Background: an optimization exercise with open tools, aiming at small area. Do not read the settings as production practice. Function was checked by simulation only, so behaviour that the tests miss may differ from the original.

--- flow/config.mk ---
export PLATFORM = sky130hd
export DESIGN_NAME = ssd1306_spi_responder
export DESIGN_NICKNAME = ssd1306_spi_responder
export VERILOG_FILES = /design/flow/design.v
export SDC_FILE = /design/flow/constraint.sdc
export NUM_CORES = 4
export LEC_CHECK = 0
export CAP_MARGIN = 20
export CORE_MARGIN = 2
export CORE_UTILIZATION = 35
export SLEW_MARGIN = 20
--- flow/run.sh ---
#!/bin/bash
# synth_recipe.tcl (not shown) runs the flow's synth.tcl, then flattens the netlist and writes it again
# the make line also repeats each setting of config.mk as NAME=value (left out here)
make -C /OpenROAD-flow-scripts/flow DESIGN_CONFIG=/design/flow/config.mk WORK_HOME=/design/flow/orfs CLKGATE_MAP_FILE= SYNTH_SCRIPT=/design/flow/synth_recipe.tcl finish
--- flow/design.v ---
module ssd1306_spi_responder #(
  parameter int  PAGES   = 4,
  parameter int  COLS    = 128,
  parameter int  TIMEOUT = 64,
  localparam int PW      = $clog2(PAGES),
  localparam int CW      = $clog2(COLS),
  localparam int AW      = PW + CW
) (
  input  logic          clock,
  input  logic          reset,
  input  logic          oled_spi_clk,
  input  logic          oled_spi_data,
  input  logic          oled_dc_n,
  input  logic          oled_reset_n,
  input  logic          oled_vdd,
  input  logic          oled_vbat,
  input  logic [AW-1:0] rd_addr,
  output logic [7:0]    rd_data,
  output logic          byte_strobe,
  output logic [7:0]    rx_byte,
  output logic          rx_dc,
  output logic          display_on,
  output logic          charge_pump,
  output logic          seg_remap,
  output logic          com_scan,
  output logic [7:0]    contrast,
  output logic [7:0]    precharge,
  output logic [7:0]    com_pins,
  output logic [PW-1:0] cur_page,
  output logic [CW-1:0] cur_col,
  output logic          panel_active,
  output logic          err_timeout
);
  typedef enum logic [1:0] {ST_OPCODE, ST_ARG1, ST_ARG2} state_t;
  logic [2:0] sclk_q;
  logic [1:0] sdat_q, sdc_q, srst_q, svdd_q, svbat_q;
  always_ff @(posedge clock) begin
    if (reset) begin
      sclk_q  <= '0;
      sdat_q  <= '0;
      sdc_q   <= '0;
      srst_q  <= '0;
      svdd_q  <= 2'b11;
      svbat_q <= 2'b11;
    end else begin
      sclk_q  <= {sclk_q[1:0], oled_spi_clk};
      sdat_q  <= {sdat_q[0], oled_spi_data};
      sdc_q   <= {sdc_q[0], oled_dc_n};
      srst_q  <= {srst_q[0], oled_reset_n};
      svdd_q  <= {svdd_q[0], oled_vdd};
      svbat_q <= {svbat_q[0], oled_vbat};
    end
  end
  logic spi_rise, dat_s, dc_s, rstn_s, vdd_s, vbat_s;
  assign spi_rise = sclk_q[1] & ~sclk_q[2];
  assign dat_s    = sdat_q[1];
  assign dc_s     = sdc_q[1];
  assign rstn_s   = srst_q[1];
  assign vdd_s    = svdd_q[1];
  assign vbat_s   = svbat_q[1];
  logic [2:0] bit_cnt_q;
  logic [6:0] shift_q;
  logic [7:0] shift_d;
  logic       done_q;
  logic [7:0] done_byte_q;
  logic       done_dc_q;
  assign shift_d = {shift_q, dat_s};
  assign err_timeout = 1'b0;
  always_ff @(posedge clock) begin
    if (reset || !rstn_s) begin
      bit_cnt_q     <= '0;
      shift_q       <= '0;
      done_q        <= 1'b0;
      done_byte_q   <= '0;
      done_dc_q     <= 1'b0;
    end else begin
      done_q <= 1'b0;
      if (spi_rise) begin
        shift_q <= shift_d[6:0];
        if (bit_cnt_q == 3'd7) begin
          bit_cnt_q   <= '0;
          done_q      <= 1'b1;
          done_byte_q <= shift_d;
          done_dc_q   <= dc_s;
        end else begin
          bit_cnt_q <= bit_cnt_q + 3'd1;
        end
      end
    end
  end
  logic acc;
  assign acc = done_q & ~vdd_s & rstn_s;
  logic       byte_strobe_q;
  logic [7:0] rx_byte_q;
  logic       rx_dc_q;
  always_ff @(posedge clock) begin
    if (reset) begin
      byte_strobe_q <= 1'b0;
      rx_byte_q     <= '0;
      rx_dc_q       <= 1'b0;
    end else begin
      byte_strobe_q <= acc;
      if (acc) begin
        rx_byte_q <= done_byte_q;
        rx_dc_q   <= done_dc_q;
      end
    end
  end
  state_t        state_q;
  logic [7:0]    op_q;
  logic [CW-1:0] pend_col_q;
  logic [PW-1:0] pend_page_q;
  logic          display_on_q, charge_pump_q, seg_remap_q, com_scan_q;
  logic [7:0]    contrast_q, precharge_q, com_pins_q;
  logic [1:0]    addr_mode_q;
  logic [PW-1:0] cur_page_q, page_start_q, page_end_q;
  logic [CW-1:0] cur_col_q, col_start_q, col_end_q;
  always_ff @(posedge clock) begin
    if (reset || !rstn_s) begin
      state_q       <= ST_OPCODE;
      op_q          <= '0;
      pend_col_q    <= '0;
      pend_page_q   <= '0;
      display_on_q  <= 1'b0;
      charge_pump_q <= 1'b0;
      seg_remap_q   <= 1'b0;
      com_scan_q    <= 1'b0;
      contrast_q    <= 8'h7F;
      precharge_q   <= 8'h22;
      com_pins_q    <= 8'h12;
      addr_mode_q   <= 2'b00;
      cur_page_q    <= '0;
      cur_col_q     <= '0;
      page_start_q  <= '0;
      page_end_q    <= PW'(PAGES - 1);
      col_start_q   <= '0;
      col_end_q     <= CW'(COLS - 1);
    end else if (acc) begin
      if (done_dc_q) begin
        state_q <= ST_OPCODE;
        if (addr_mode_q == 2'b10) begin
          cur_col_q <= cur_col_q + 1'b1;
        end else if (cur_col_q == col_end_q) begin
          cur_col_q  <= col_start_q;
          cur_page_q <= (cur_page_q == page_end_q) ? page_start_q : cur_page_q + 1'b1;
        end else begin
          cur_col_q <= cur_col_q + 1'b1;
        end
      end else begin
        unique case (state_q)
          ST_OPCODE: begin
            op_q <= done_byte_q;
            casez (done_byte_q)
              8'hAE:        display_on_q <= 1'b0;
              8'hAF:        display_on_q <= 1'b1;
              8'hA0:        seg_remap_q  <= 1'b0;
              8'hA1:        seg_remap_q  <= 1'b1;
              8'hC0:        com_scan_q   <= 1'b0;
              8'hC8:        com_scan_q   <= 1'b1;
              8'b0000_????: cur_col_q[3:0] <= done_byte_q[3:0];
              8'b0001_????: cur_col_q  <= CW'({done_byte_q[3:0], cur_col_q[3:0]});
              8'b1011_0???: cur_page_q <= done_byte_q[PW-1:0];
              8'h81, 8'h8D, 8'hD9, 8'hDA,
              8'h20, 8'h21, 8'h22: state_q <= ST_ARG1;
              default: ;
            endcase
          end
          ST_ARG1: begin
            state_q <= ST_OPCODE;
            case (op_q)
              8'h81: contrast_q    <= done_byte_q;
              8'h8D: charge_pump_q <= done_byte_q[2];
              8'hD9: precharge_q   <= done_byte_q;
              8'hDA: com_pins_q    <= done_byte_q;
              8'h20: addr_mode_q   <= done_byte_q[1:0];
              8'h21: begin
                pend_col_q <= done_byte_q[CW-1:0];
                state_q    <= ST_ARG2;
              end
              8'h22: begin
                pend_page_q <= done_byte_q[PW-1:0];
                state_q     <= ST_ARG2;
              end
              default: ;
            endcase
          end
          default: begin
            state_q <= ST_OPCODE;
            if (op_q == 8'h21) begin
              col_start_q <= pend_col_q;
              col_end_q   <= done_byte_q[CW-1:0];
              cur_col_q   <= pend_col_q;
            end else begin
              page_start_q <= pend_page_q;
              page_end_q   <= done_byte_q[PW-1:0];
              cur_page_q   <= pend_page_q;
            end
          end
        endcase
      end
    end
  end
  logic [7:0] gddram [PAGES*COLS];
  logic [7:0] rd_data_q;
  logic       wr_en;
  assign wr_en = acc & done_dc_q;
  always_ff @(posedge clock) begin
    if (wr_en) gddram[{cur_page_q, cur_col_q}] <= done_byte_q;
  end
  always_ff @(posedge clock) begin
    if (reset) rd_data_q <= '0;
    else       rd_data_q <= gddram[rd_addr];
  end
  assign rd_data      = rd_data_q;
  assign byte_strobe  = byte_strobe_q;
  assign rx_byte      = rx_byte_q;
  assign rx_dc        = rx_dc_q;
  assign display_on   = display_on_q;
  assign charge_pump  = charge_pump_q;
  assign seg_remap    = seg_remap_q;
  assign com_scan     = com_scan_q;
  assign contrast     = contrast_q;
  assign precharge    = precharge_q;
  assign com_pins     = com_pins_q;
  assign cur_page     = cur_page_q;
  assign cur_col      = cur_col_q;
  assign panel_active = display_on_q & charge_pump_q & ~vbat_s & ~vdd_s;
endmodule
--- flow/constraint.sdc ---
create_clock -name core_clock -period 6.0 [get_ports {clock}]
set_input_delay 1.2000 -clock core_clock [delete_from_list [all_inputs] [get_ports {clock}]]
set_output_delay 1.2000 -clock core_clock [all_outputs]
set_load 0.01 [all_outputs]
==> out/metrics.yaml <==
status: "finished clean"
crit_arrival_ps: 5580
ff2ff_path_depth: 3
wl_per_cell_um: 29.4
rows: 251
cts_inserted_buffers: 410
power_mw: 59.7
clockBufferDepth: 4
fmax_mhz: 214
antenna_found_initial: 28
seqCellArea_sq_um: 126000
p_leak_nw: 49.9
die_area_sq_um: 476000
critical_path_class: "primary input to flop"
rsz0062_at_grt: "no"
syn_nets: 8111
synth_top_area_frac: 0.747
coreArea_sq_um: 468000
syn_area_sq_um: 165000
slew_violations: 0
max-cap-violations: 0
ys.warnings.count: 1
critPathCaptureType: "flop"
portBuffers: 72
routed_wl_um: 438000
cp.required_ps: 6890
dp.cells: 14100
gp_congestion: 0.831
min_period_over_period: 0.780
clk-insertion-delay-late_ps: 1010
fin_cells: 14900
ys_seq_elements: 4223
setup_viol_count_final: 0
cellPowerDensity_nw_per_um2: 320
viasPerCell: 5.54
n_fill_cell: 41000
ff2ff_setup_slack_ps: 2010
worst-path-max-fanout: 16
fin_skew_ps: 62.9
async_reset_ff_frac: 0
dr.pass1.iters: 6
ant_nets: 0
htree_levels: 5
hold_class: "flop to flop"
worst_pin_slew_ps: 1280
ctsHoldBuffers: 0
post-cts-setup-buffer-count: 0
r2r_start: "cur_page_q[0]"
num_vias: 82500
relSlewSlack: 0.144
io_pins: 74
syn_area_per_cell_sq_um: 20.4
dp.final_hpwl_um: 269000
path_clk_slew_ps: 70
overflow: 0
fin_nets: 8347
synth_ff_type: "edfxtp_1"
synth-seq-area-share: 0.762
ctsResizeCount: 0
synth.area.top_cells: "edfxtp_1, mux4_2, mux2i_1"
grt_pass1_vias: 82600
holdPathStages: 1
area_delta_synth_final_pct: 13.3
critPathLaunchType: "primary input"
grt_first_pass_wirelength_um: 619000
grt_usage: 0.180
initial_core_util: 0.352
r2r_end: "gddram[231][5]"
grt_start_max_net_pins: 216
fp.dieW_um: 690
cts.sinks: 4223
hold_viol: 0
synth-edff-count: 4096
ir_drop_uv: 270
layout-drive-gt1-share: 0.220
synth_cell_types: 86
die_h_um: 690
cts_tree: "built"
synth_cells: 8084
drt_first_iter_violations: 10900
cts_root_buf: "clkbuf_16"
drc: 0
synth_top_area_cell: "edfxtp_1"
worst_hold_startpoint: "sdat_q[0]"
period_minus_slack_ps: 4680
multiInputGateArea_sq_um: 36100
min_to: "sdat_q[1]"
==> registers in the layout (all words and copies together), names as in the netlist, 3 cells and up <==
| register | cells |
|---|---|
| rx_byte_q | 8 |
| bit_cnt_q | 3 |
| cur_col_q | 7 |
| col_end_q | 7 |
| op_q | 8 |
| gddram | 4096 |
| precharge_q | 8 |
| col_start_q | 7 |
| pend_col_q | 7 |
| sclk_q | 3 |
| done_byte_q | 8 |
| com_pins_q | 8 |
| contrast_q | 8 |
| rd_data_q | 8 |
| shift_q | 7 |
==> layer usage <==
layer	wire (um)	vias up	part of all wire	GRT usage
li1	-	33900	-	-
met1	176000	44100	0.40	0.249
met2	211000	3792	0.48	0.293
met3	37300	682	0.085	0.0320
met4	13500	12	0.031	0.0517
met5	70	-	0.00016	0
==> report_power, final <==
group | switching, mW | internal (mW)
combinational | 0.987 | 0.531
clock | 11.2 | 15.1
sequential | 0.0302 | 31.8
total | 12.3 | 47.4
==> synthesized netlist by cell type (all sizes together) (6+ instances only) <==
master and n:
nand3 93, xor2 8, o221ai 72, mux4 924
a21oi 130, o22a 7, or4 9, xnor2 6
nand2 240, a211oi 67, a221o 6, mux2 50
a221oi 19, ha 10, nand2b 13, edfxtp 4096
o32ai 9, a22o 7, nor2b 31, clkbuf 230
a211o 19, o22ai 109, nor4 30, a22oi 88
and2 21, nor2 679, or3 6, dfxtp 127
a311oi 14, nand4 15, mux2i 391, nor3 45
o311ai 11, and3 11, buf 281, a31oi 9
inv 13, a2111oi 21, o211ai 12, o21ai 69
or2 10
==> critical path, cell delays in order <==
cell and delay, ps:
clkdlybuf4s50_1 790, buf_4 420, nand2b_1 860, a211oi_1 110, o211ai_1 340, o311ai_0 480
nor4_2 890, a22oi_1 210, o221ai_1 240
==> final cells by class <==
class,instances,share of cell area
inverters,15,0.000375
well taps,6198,0.0416
diodes,8,0.000107
clock inverters,268,0.0159
clock buffers,495,0.0575
flip-flops and latches,4223,0.673
repair buffers,338,0.0183
multi-input cells,3332,0.193
==> worst max path at each step <==
stage / from / endpoint / slack (ps)
final: rd_addr[6] / rd_data_q[6] / 1320
after global routing: rd_addr[6] / rd_data_q[6] / 1370
after CTS: rd_addr[6] / rd_data_q[6] / 1420
after detailed placement: rd_addr[6] / rd_data_q[6] / 380
after global placement: rd_addr[6] / rd_data_q[3] / -290
after floorplan: done_byte_q[2] / gddram[0][2] / -2090
==> layout by cell type, fill, tap and decap left out, drive strengths merged, types with 88 or more instances in the layout <==
cell type and n:
dfxtp 127, clkinv 181, nand2 240, clkbuf 497
nand3 93, a21oi 130, buf 272, nor2 679
a22oi 88, o22ai 109, edfxtp 4096, mux4 924
mux2i 391
==> cell families (layout without fill, tap and decap cells) <==
group,Yosys count,after routing,synth area share
AOI/OAI and AO/OA,706,706,0.0301
buffers and inverters,529,1116,0.0198
other,1,9,0.0000228
muxes,1365,1365,0.154
DFF,4223,4223,0.762
adders and majority gates,10,10,0.000760
and+or+nand+nor,1236,1236,0.0325
xor gates and xnor gates,14,14,0.000745
==> through the flow <==
step | hold slack, ps | setup slack (ps) | utilization | instance area [sq um] | setup TNS [ps]
finish | 446 | 1320 | 0.399 | 187000 | 0
global route | 465 | 1370 | 0.399 | 187000 | 0
CTS | 451 | 1420 | 0.399 | 187000 | 0
detailed placement | 439 | 377 | 0.369 | 173000 | 0
global placement | 424 | -285 | 0.369 | 173000 | -285
floorplan | 389 | -2090 | - | 165000 | -1091030

-- re-timing with driven ports --
The flow's constraints put no driver on any port. The routed layout listed below was extracted and timed again, unchanged, in two steps. Step 1: set_driving_cell puts a clkbuf_16 on clock and a buf_2 on each other input, an assumption about the parent block. Step 2 moves the port delays by t, midway between the first and last clock arrival at a register: inputs arrive t later, outputs are due t later. That takes back most of the time a late clock gives input paths. Slacks: ideal / step 1 / step 2; pairs: ideal / step 1.
t, ns: 1.078
setup slack, ns: 1.317 / 1.357 / 0.279
pins driven straight from the clock port: 1
After both steps this run still meets setup and hold. For this run, drivers alone change the setup slack by +0.040 ns; drivers and shift together by -1.038 ns.
